What follows belongs to an exercise in optimizing a design on an open flow for a short achievable clock period and few clock cycles; a production flow would make more cautious choices. In this exercise RTL edits were held to simulation tests only and were not proved equivalent to the original. The flow treats the clock pin as an ideal source, which a real chip does not have.

==> design/flow/design.v <==
package dcache_pkg;
  typedef logic [32-1:0]  word_t;
  typedef logic [26-1:0]   tag_t;
  typedef logic [3-1:0] index_t;
endpackage
`timescale 1ns/1ns
module dcache_top (
  input  logic                      CLK,
  input  logic                      nRST,
  input  logic                      cpu_ren,
  input  logic                      cpu_wen,
  input  logic [32-1:0] cpu_addr,
  input  logic [32-1:0] cpu_store,
  input  logic                      halt,
  output logic                      dhit,
  output logic [32-1:0] dload,
  output logic                      flushed,
  output logic                      mem_ren,
  output logic                      mem_wen,
  output logic [32-1:0] mem_addr,
  output logic [32-1:0] mem_store,
  input  logic [32-1:0] mem_load,
  input  logic                      dwait
);
  localparam int WW = 32;
  localparam int TW = 26;
  localparam int IW = 3;
  localparam int NS = 8;
  localparam int NF = 2 * NS;
  logic [TW-1:0] req_tag;
  logic [IW-1:0] req_idx;
  logic          req_blk;
  logic          access;
  assign req_tag = cpu_addr[WW-1 -: TW];
  assign req_idx = cpu_addr[2+1 +: IW];
  assign req_blk = cpu_addr[2];
  assign access  = cpu_ren | cpu_wen;
  logic st_idle, st_wb0, st_wb1, st_f0, st_f1, st_fl0, st_fl1, st_done;
  logic nx_idle, nx_wb0, nx_wb1, nx_f0, nx_f1, nx_fl0, nx_fl1, nx_done;
  logic                  vway_q;    
  logic [WW-1:2]         ma_q;      
  logic [WW-1:0]         ms_q;      
  logic [WW-1:0]         fw_q;      
  logic [NF-1:0]         fl_sel;    
  logic [NF-1:0]         valid_q;
  logic [NF-1:0]         dirty_q;
  logic [NF-1:0][TW-1:0] tag_q;
  logic [NF-1:0][WW-1:0] data0_q;
  logic [NF-1:0][WW-1:0] data1_q;
  logic [NS-1:0]         lru_q;
  logic [NF-1:0] match;
  logic [NS-1:0] idx_dec;
  logic          hit0, hit1, hit;
  always_comb
  begin
    for (int f = 0; f < NF; f++)
      match[f] = valid_q[f] && (tag_q[f] == req_tag);
    for (int s = 0; s < NS; s++)
      idx_dec[s] = (req_idx == IW'(s));
  end
  assign hit0 = match[{1'b0, req_idx}];
  assign hit1 = match[{1'b1, req_idx}];
  assign hit  = hit0 | hit1;
  logic [WW-1:0] d0w0, d0w1, d1w0, d1w1, hd0, hd1;
  assign d0w0 = data0_q[{1'b0, req_idx}];
  assign d0w1 = data1_q[{1'b0, req_idx}];
  assign d1w0 = data0_q[{1'b1, req_idx}];
  assign d1w1 = data1_q[{1'b1, req_idx}];
  assign hd0  = req_blk ? d0w1 : d0w0;
  assign hd1  = req_blk ? d1w1 : d1w0;
  logic          vway;
  logic          vdirty;
  logic [TW-1:0] vtag;
  logic [WW-1:0] vdata0, vdata1;
  assign vway   = lru_q[req_idx];
  assign vdirty = dirty_q[{vway, req_idx}];
  assign vtag   = tag_q[{vway, req_idx}];
  assign vdata0 = data0_q[{vway, req_idx}];
  assign vdata1 = data1_q[{vway, req_idx}];
  logic [WW-1:0] rdata1;
  assign rdata1 = data1_q[{vway_q, req_idx}];
  logic go;
  logic hit_ok;
  logic miss;
  logic store_hit;
  logic install;
  assign go        = st_idle & ~halt & access;
  assign hit_ok    = go & hit;
  assign miss      = go & ~hit;
  assign store_hit = st_idle & ~halt & cpu_wen & hit;
  assign install   = st_f1 & ~dwait;
  logic [NF-1:0] fl_cand;
  logic [NF-1:0] fl_first;
  logic          fl_any;
  logic [IW-1:0] fl_set;
  logic          fl_way;
  logic          fl_more;
  assign fl_cand = st_fl1 ? (dirty_q & ~fl_sel) : dirty_q;
  assign fl_more = |(dirty_q & ~fl_sel);
  always_comb
  begin
    fl_first = '0;
    fl_any   = 1'b0;
    fl_set   = '0;
    fl_way   = 1'b0;
    for (int p = 0; p < NF; p++)
    begin
      if (!fl_any && fl_cand[(p % 2) * NS + p / 2])
      begin
        fl_any = 1'b1;
        fl_first[(p % 2) * NS + p / 2] = 1'b1;
        fl_set = IW'(p / 2);
        fl_way = 1'(p % 2);
      end
    end
  end
  logic [TW-1:0] fl_tag;
  logic [WW-1:0] fl_data0;
  logic [WW-1:0] fl_data1;
  assign fl_tag   = tag_q[{fl_way, fl_set}];
  assign fl_data0 = data0_q[{fl_way, fl_set}];
  always_comb
  begin
    fl_data1 = '0;
    for (int f = 0; f < NF; f++)
      fl_data1 = fl_data1 | (fl_sel[f] ? data1_q[f] : '0);
  end
  always_comb
  begin
    nx_idle = st_idle;
    nx_wb0  = 1'b0;
    nx_wb1  = 1'b0;
    nx_f0   = 1'b0;
    nx_f1   = 1'b0;
    nx_fl0  = 1'b0;
    nx_fl1  = 1'b0;
    nx_done = st_done;
    if (st_idle)
    begin
      if (halt)
      begin
        nx_idle = 1'b0;
        nx_fl0  = fl_any;
        nx_done = ~fl_any;
      end
      else if (miss)
      begin
        nx_idle = 1'b0;
        nx_wb0  = vdirty & dwait;
        nx_wb1  = vdirty & ~dwait;
        nx_f0   = ~vdirty & dwait;
        nx_f1   = ~vdirty & ~dwait;
      end
    end
    if (st_wb0)
    begin
      nx_wb0 = dwait;
      nx_wb1 = ~dwait;
    end
    if (st_wb1)
    begin
      nx_wb1 = dwait;
      nx_f0  = ~dwait;
    end
    if (st_f0)
    begin
      nx_f0 = dwait;
      nx_f1 = ~dwait;
    end
    if (st_f1)
    begin
      nx_f1   = dwait;
      nx_idle = ~dwait;
    end
    if (st_fl0)
    begin
      nx_fl0 = dwait;
      nx_fl1 = ~dwait;
    end
    if (st_fl1)
    begin
      nx_fl1  = dwait;
      nx_fl0  = ~dwait & fl_any;
      nx_done = ~dwait & ~fl_any;
    end
  end
  always_ff @(posedge CLK or negedge nRST)
  begin
    if (!nRST)
    begin
      st_idle <= 1'b1;
      st_wb0  <= 1'b0;
      st_wb1  <= 1'b0;
      st_f0   <= 1'b0;
      st_f1   <= 1'b0;
      st_fl0  <= 1'b0;
      st_fl1  <= 1'b0;
      st_done <= 1'b0;
    end
    else
    begin
      st_idle <= nx_idle;
      st_wb0  <= nx_wb0;
      st_wb1  <= nx_wb1;
      st_f0   <= nx_f0;
      st_f1   <= nx_f1;
      st_fl0  <= nx_fl0;
      st_fl1  <= nx_fl1;
      st_done <= nx_done;
    end
  end
  always_ff @(posedge CLK or negedge nRST)
  begin
    if (!nRST)
    begin
      vway_q <= 1'b0;
      ma_q   <= '0;
      ms_q   <= '0;
      fw_q   <= '0;
      fl_sel <= '0;
    end
    else
    begin
      if (st_idle)
      begin
        if (halt)
        begin
          ma_q   <= {fl_tag, fl_set, 1'b0};
          ms_q   <= fl_data0;
          fl_sel <= fl_first;
        end
        else
        begin
          vway_q <= vway;
          if (vdirty)
          begin
            ma_q <= {vtag, req_idx, ~dwait};
            ms_q <= dwait ? vdata0 : vdata1;
          end
          else
          begin
            ma_q <= {req_tag, req_idx, ~dwait};
          end
          if (!dwait)
            fw_q <= mem_load;
        end
      end
      if (st_wb0 && !dwait)
      begin
        ma_q[2] <= 1'b1;
        ms_q                     <= rdata1;
      end
      if (st_wb1 && !dwait)
        ma_q <= {req_tag, req_idx, 1'b0};
      if (st_f0 && !dwait)
      begin
        ma_q[2] <= 1'b1;
        fw_q                     <= mem_load;
      end
      if (st_fl0 && !dwait)
      begin
        ma_q[2] <= 1'b1;
        ms_q                     <= fl_data1;
      end
      if (st_fl1 && !dwait)
      begin
        ma_q   <= {fl_tag, fl_set, 1'b0};
        ms_q   <= fl_data0;
        fl_sel <= fl_first;
      end
    end
  end
  logic [WW-1:0] wd0, wd1;
  assign wd0 = (st_idle | (cpu_wen & ~req_blk)) ? cpu_store : fw_q;
  assign wd1 = (st_idle | (cpu_wen &  req_blk)) ? cpu_store : mem_load;
  genvar g;
  generate
    for (g = 0; g < NF; g++)
    begin : g_frame
      localparam logic GW = 1'(g / NS);
      localparam int   GS = g % NS;
      logic sh;
      logic fill;
      assign sh   = store_hit & idx_dec[GS] & match[g];
      assign fill = install & idx_dec[GS] & (vway_q == GW);
      always_ff @(posedge CLK or negedge nRST)
      begin
        if (!nRST)
        begin
          valid_q[g] <= 1'b0;
          dirty_q[g] <= 1'b0;
          tag_q[g]   <= '0;
          data0_q[g] <= '0;
          data1_q[g] <= '0;
        end
        else
        begin
          if ((sh & ~req_blk) | fill)
            data0_q[g] <= wd0;
          if ((sh & req_blk) | fill)
            data1_q[g] <= wd1;
          if (fill)
          begin
            valid_q[g] <= 1'b1;
            tag_q[g]   <= req_tag;
          end
          if (sh)
            dirty_q[g] <= 1'b1;
          else if (fill)
            dirty_q[g] <= cpu_wen;
          else if (st_fl1 & ~dwait & fl_sel[g])
            dirty_q[g] <= 1'b0;
        end
      end
    end
  endgenerate
  always_ff @(posedge CLK or negedge nRST)
  begin
    if (!nRST)
    begin
      lru_q <= '0;
    end
    else
    begin
      for (int s = 0; s < NS; s++)
      begin
        if (hit_ok && idx_dec[s])
          lru_q[s] <= hit0;
        else if (install && idx_dec[s])
          lru_q[s] <= ~vway_q;
      end
    end
  end
  assign dhit      = hit_ok | install;
  assign dload     = hit1 ? hd1 : (st_f1 ? (req_blk ? mem_load : fw_q) : hd0);
  assign flushed   = st_done | (st_fl1 & ~dwait & ~fl_more);
  assign mem_wen   = (miss & vdirty) | st_wb0 | st_wb1 | st_fl0 | st_fl1;
  assign mem_ren   = (miss & ~vdirty) | st_f0 | st_f1;
  assign mem_addr  = st_idle ? {vdirty ? vtag : req_tag, req_idx, 1'b0, 2'b00}
                             : {ma_q, 2'b00};
  assign mem_store = st_idle ? vdata0 : ms_q;
endmodule
==> design/flow/flow/run.sh <==
#!/bin/bash
# Standard layout, with the slow 4-input OR/NOR cells kept out of synthesis and repair so the
# tag-compare trees map to faster NAND/NOR2-3 structures, and two more timing repair rounds after
# clock tree synthesis. Everything else is the standard.sh.
set -euo pipefail
WORK=$(pwd)
DU=""
for c in or4 or4b or4bb nor4 nor4b nor4bb; do
  for s in 1 2 4; do
    DU="$DU sky130_fd_sc_hd__${c}_$s"
  done
done
{
  echo "include $WORK/config.mk"
  echo "export DONT_USE_CELLS += $DU"
  echo "export POST_CTS_TCL = $WORK/flow/post_cts.tcl"
} > "$WORK/own_config.mk"
sed "s#DESIGN_CONFIG=[^ ]*#DESIGN_CONFIG=$WORK/own_config.mk#" standard.sh > own_standard.sh
bash own_standard.sh > "$WORK/own_flow_make.log" 2>&1
==> design/flow/flow/post_cts.tcl <==
# extra timing repair rounds after the standard post-CTS repair, then legalise again
repair_timing_helper
repair_timing_helper
set result [catch { detailed_placement } msg]
if { $result != 0 } {
  error "Detailed placement failed after extra repair: $msg"
}
check_placement -verbose
==> design/flow/standard.sh <==
#!/bin/bash
# synth_recipe.tcl (not shown) runs the flow's synth.tcl, then flattens the netlist and writes it again
# the make line also repeats each setting of config.mk as NAME=value (left out here)
make -C /OpenROAD-flow-scripts/flow DESIGN_CONFIG=/design/flow/config.mk WORK_HOME=/design/flow/orfs CLKGATE_MAP_FILE= SYNTH_SCRIPT=/design/flow/synth_recipe.tcl "${@:-finish}"
==> design/flow/config.mk <==
export PLATFORM = sky130hd
export DESIGN_NAME = dcache_top
export DESIGN_NICKNAME = dcache_top
export VERILOG_FILES = /design/flow/design.v
export SDC_FILE = /design/flow/constraint.sdc
export NUM_CORES = 4
export LEC_CHECK = 0
export ABC_CLOCK_PERIOD_IN_PS = 1500
export CAP_MARGIN = 20
export CORE_MARGIN = 2
export CORE_UTILIZATION = 40
export SETUP_SLACK_MARGIN = 3.0
export SLEW_MARGIN = 20
==> design/flow/constraint.sdc <==
create_clock -name core_clock -period 7.2 [get_ports {CLK}]
set_input_delay 1.4400 -clock core_clock [delete_from_list [all_inputs] [get_ports {CLK}]]
set_output_delay 1.4400 -clock core_clock [all_outputs]
set_load 0.01 [all_outputs]
==> metrics.cfg <==
[sta]
rsz0062_at_grt = yes
timing.fmax_mhz = 176
tns_ns = 0
slew_headroom_pct = 19.6
fin_crit_ns = 5.69
maxSlewViolCount = 0
finalHoldViolCount = 0
skew_ns = 0.0597
finalSetupViolCount = 0
fin_crit_sh_pct = 79.0
tightest_slew_ns = 1.20

[logic_synthesis]
synth_top_family_by_area = multiplexers
synth.distinct_cells = 70
yosys.area_share.adder_pct = 0
synth_flop_cell = dfrtp_1
synth_top_area_share_pct = 44.3
syn_area_um2 = 90300
synth_edf_count = 0
synth_warnings = 1
ys_ff_latch = 1599
synth.avg_cell_area_um2 = 10.2
postSynthCellCount = 8815
synthMuxAreaShare_pct = 22.0
synth-simple-area-share_pct = 12.4
yosys.area.top_type = dfrtp_1
synth_compound_area_share_pct = 13.1
synth_async_sr_flop_share_pct = 100
synth-seq-area-share_pct = 44.3
synth_xor_area_share_pct = 4.04
yosys-top-cells-area = dfrtp_1 (44%), mux4_2 (16%), a21oi_1 (6.5%)

[setup_path]
critical_path_depth = 12
crit_path_cell_trace = buf_8 -> buf_12 -> xnor2_1 -> nand4_1 -> nor2_2 -> nand3_2 -> mux4_2 -> mux2_4 -> a21oi_4 -> nor2_4 -> inv_2 -> buf_6
worstPathArrival_ns = 4.25
worst_ep_required_time_ns = 5.76
crit_path_start_kind = input port
critPathTopFamily = multiplexers
critPathKind = input port to primary output
r2r_cells = 37
critPathBufInv = 4
crit_path_max_fanout = 21
cpPeakStageDelay_ns = 0.66
end_kind = primary output
cpMaxStageDelayCell = mux4_2

[cells_and_area]
postLayoutCellArea_um2 = 113000
multiInputGateArea_um2 = 50600
final_common_cell = dfrtp_1
ff_latch_area_um2 = 40100
final_cell_mix = dfrtp_1 (1577), nor2_1 (1155), a21oi_1 (1087)
drive_gt1_share_pct = 28.3
nets = 9199
fill_cells = 19500
syn_to_final_growth_pct = 25.4

[floorplanning]
ios = 202
die_area_um2 = 229000
die_y_um = 479
core-area_um2 = 224000
start_util_pct = 40.2
placementRows = 174
die_x_um = 479

[routing]
drt_iter0_markers = 12700
drc = 0
routedWlPerCell_um = 34.4
vias = 81100
routed_wl_mm = 421
antenna_left = 0
dr.pass1.iters = 8
viasPerCell = 6.63

[pwr]
power_density_nw_per_um2 = 401
peakVddDrop_v = 0.000508
power_mw = 45.3
p_leak_nw = 48.0

[hold_path]
holdCritPathClass = input port to asynchronous set/reset pin

[global_route]
grt_max_degree = 184
grt_overflow = 0
grt_pass1_wl_mm = 593
grt_usage_pct = 36.0
antenna_found_initial = 23
grt_pass1_vias = 78800

[placed_design]
portBuffers = 197
post_dp_cell_area_um2 = 96600
place_congestion = 0.989
dp_hpwl_mm = 245

[status]
outcome = no timing/DRC/antenna violations

[cts]
insertion_delay_ns = 0.89
cts_tree = done
clkSlewWorstSetupHoldPaths_ns = 0.06
cts.sinks = 1599

[flow_run]
maxCapViolCount = 0

-- report_power, final --
part | internal (mW) | switching [mW] | total, mW
clock | 5.87 | 4.22 | 10.1
combinational | 9.30 | 12.5 | 21.8
sequential | 11.2 | 2.19 | 13.4
total | 26.4 | 18.9 | 45.3
-- synthesized netlist by cell type, types with 42 or more instances --
| library cell | number |
|---|---|
| dfrtp_1 | 1598 |
| nor2_1 | 1265 |
| a21oi_1 | 1177 |
| nand2_1 | 986 |
| clkbuf_1 | 627 |
| mux4_2 | 627 |
| xnor2_1 | 412 |
| mux2_2 | 303 |
| mux2i_1 | 217 |
| nand4_1 | 206 |
| o21ai_0 | 181 |
| a22oi_1 | 148 |
| a221oi_1 | 118 |
| nand3_1 | 117 |
| a22o_1 | 113 |
| buf_2 | 104 |
| inv_1 | 93 |
| buf_1 | 78 |
| o22ai_1 | 47 |
| nor3_1 | 42 |
-- flip-flops by register name (all words and copies together), names as in the netlist, 8 cells and up --
name and cells:
lru_q 8, data0_q 512, ma_q 30, ms_q 32
data1_q 512, fw_q 32, tag_q 416, fl_sel 16
dirty_q 16, valid_q 16
-- final cells by class --
| class | instances | area share [%] |
|---|---|---|
| multi-input combinational | 6298 | 44.7 |
| sequential | 1599 | 35.4 |
| timing repair buffer | 923 | 10.6 |
| clock buffer | 247 | 4.58 |
| tap | 2992 | 3.31 |
| clock inverter | 79 | 1.08 |
| inverter | 94 | 0.312 |
| antenna | 13 | 0.0287 |
-- stage by stage --
step	util (%)	cells	hold slack, ns	worst slack (ns)
detailed placement	43.0	11500	0.452	0.628
global placement	43.0	11500	0.449	0.627
floorplan	-	8816	0.434	2.35
finish	50.4	12200	0.448	1.51
global route	50.4	12200	0.488	1.55
-- cells by family (layout without fill, tap and decap cells) --
family / count (synthesis) / count (layout)
DFF: 1599 / 1599
and+or+nand+nor: 2724 / 2725
muxes: 1160 / 1160
other: 1 / 15
AOI/OAI and AO/OA: 1992 / 1995
buffers and inverters: 923 / 1343
xor gates and xnor gates: 416 / 416
-- path summary, 6_finish.rpt --
check / end / start / slack, ns
max in group asynchronous: data1_q[124] / nRST / 4.73
max reg2reg: data0_q[252] / tag_q[192] / 2.41
max: dhit / cpu_addr[24] / 1.51
min reg2reg: valid_q[3] / valid_q[3] / 0.47
min in group core_clock: valid_q[3] / valid_q[3] / 0.47
min: ma_q[17] / nRST / 0.45
-- routing by layer --
metal / GRT usage, % / up-vias / share of wire (%)
li1: - / 32500 / -
met1: 44.3 / 40300 / 34
met2: 52.0 / 6528 / 43
met3: 12.0 / 1808 / 13
met4: 28.3 / 22 / 9.7
met5: 0 / - / 0.034
Testbench counts, summed over its fixed seeds: cycles 41,841.

## afterwards: timing with drivers on the ports
Ports are ideal in the flow. The routed layout listed here was re-timed in OpenROAD. Step 1: set_driving_cell puts a clkbuf_16 on CLK and a buf_2 on each other input, an assumption about the parent block. Step 2 also shifts input and output timing later by t, the mid clock arrival at the registers, as if the neighbouring blocks saw the same clock. a / b / c = ideal ports / drivers / drivers and shift; a / b = the first two.
shift t [ns]: 0.961
slack for setup (ns): 1.509 / 1.416 / 1.036
worst setup path at the end: input to register
pins driven straight from the clock port: 1
After both steps this run still meets setup and hold. The setup slack of this run moves by -0.093 ns with the drivers and by -0.473 ns with both steps.
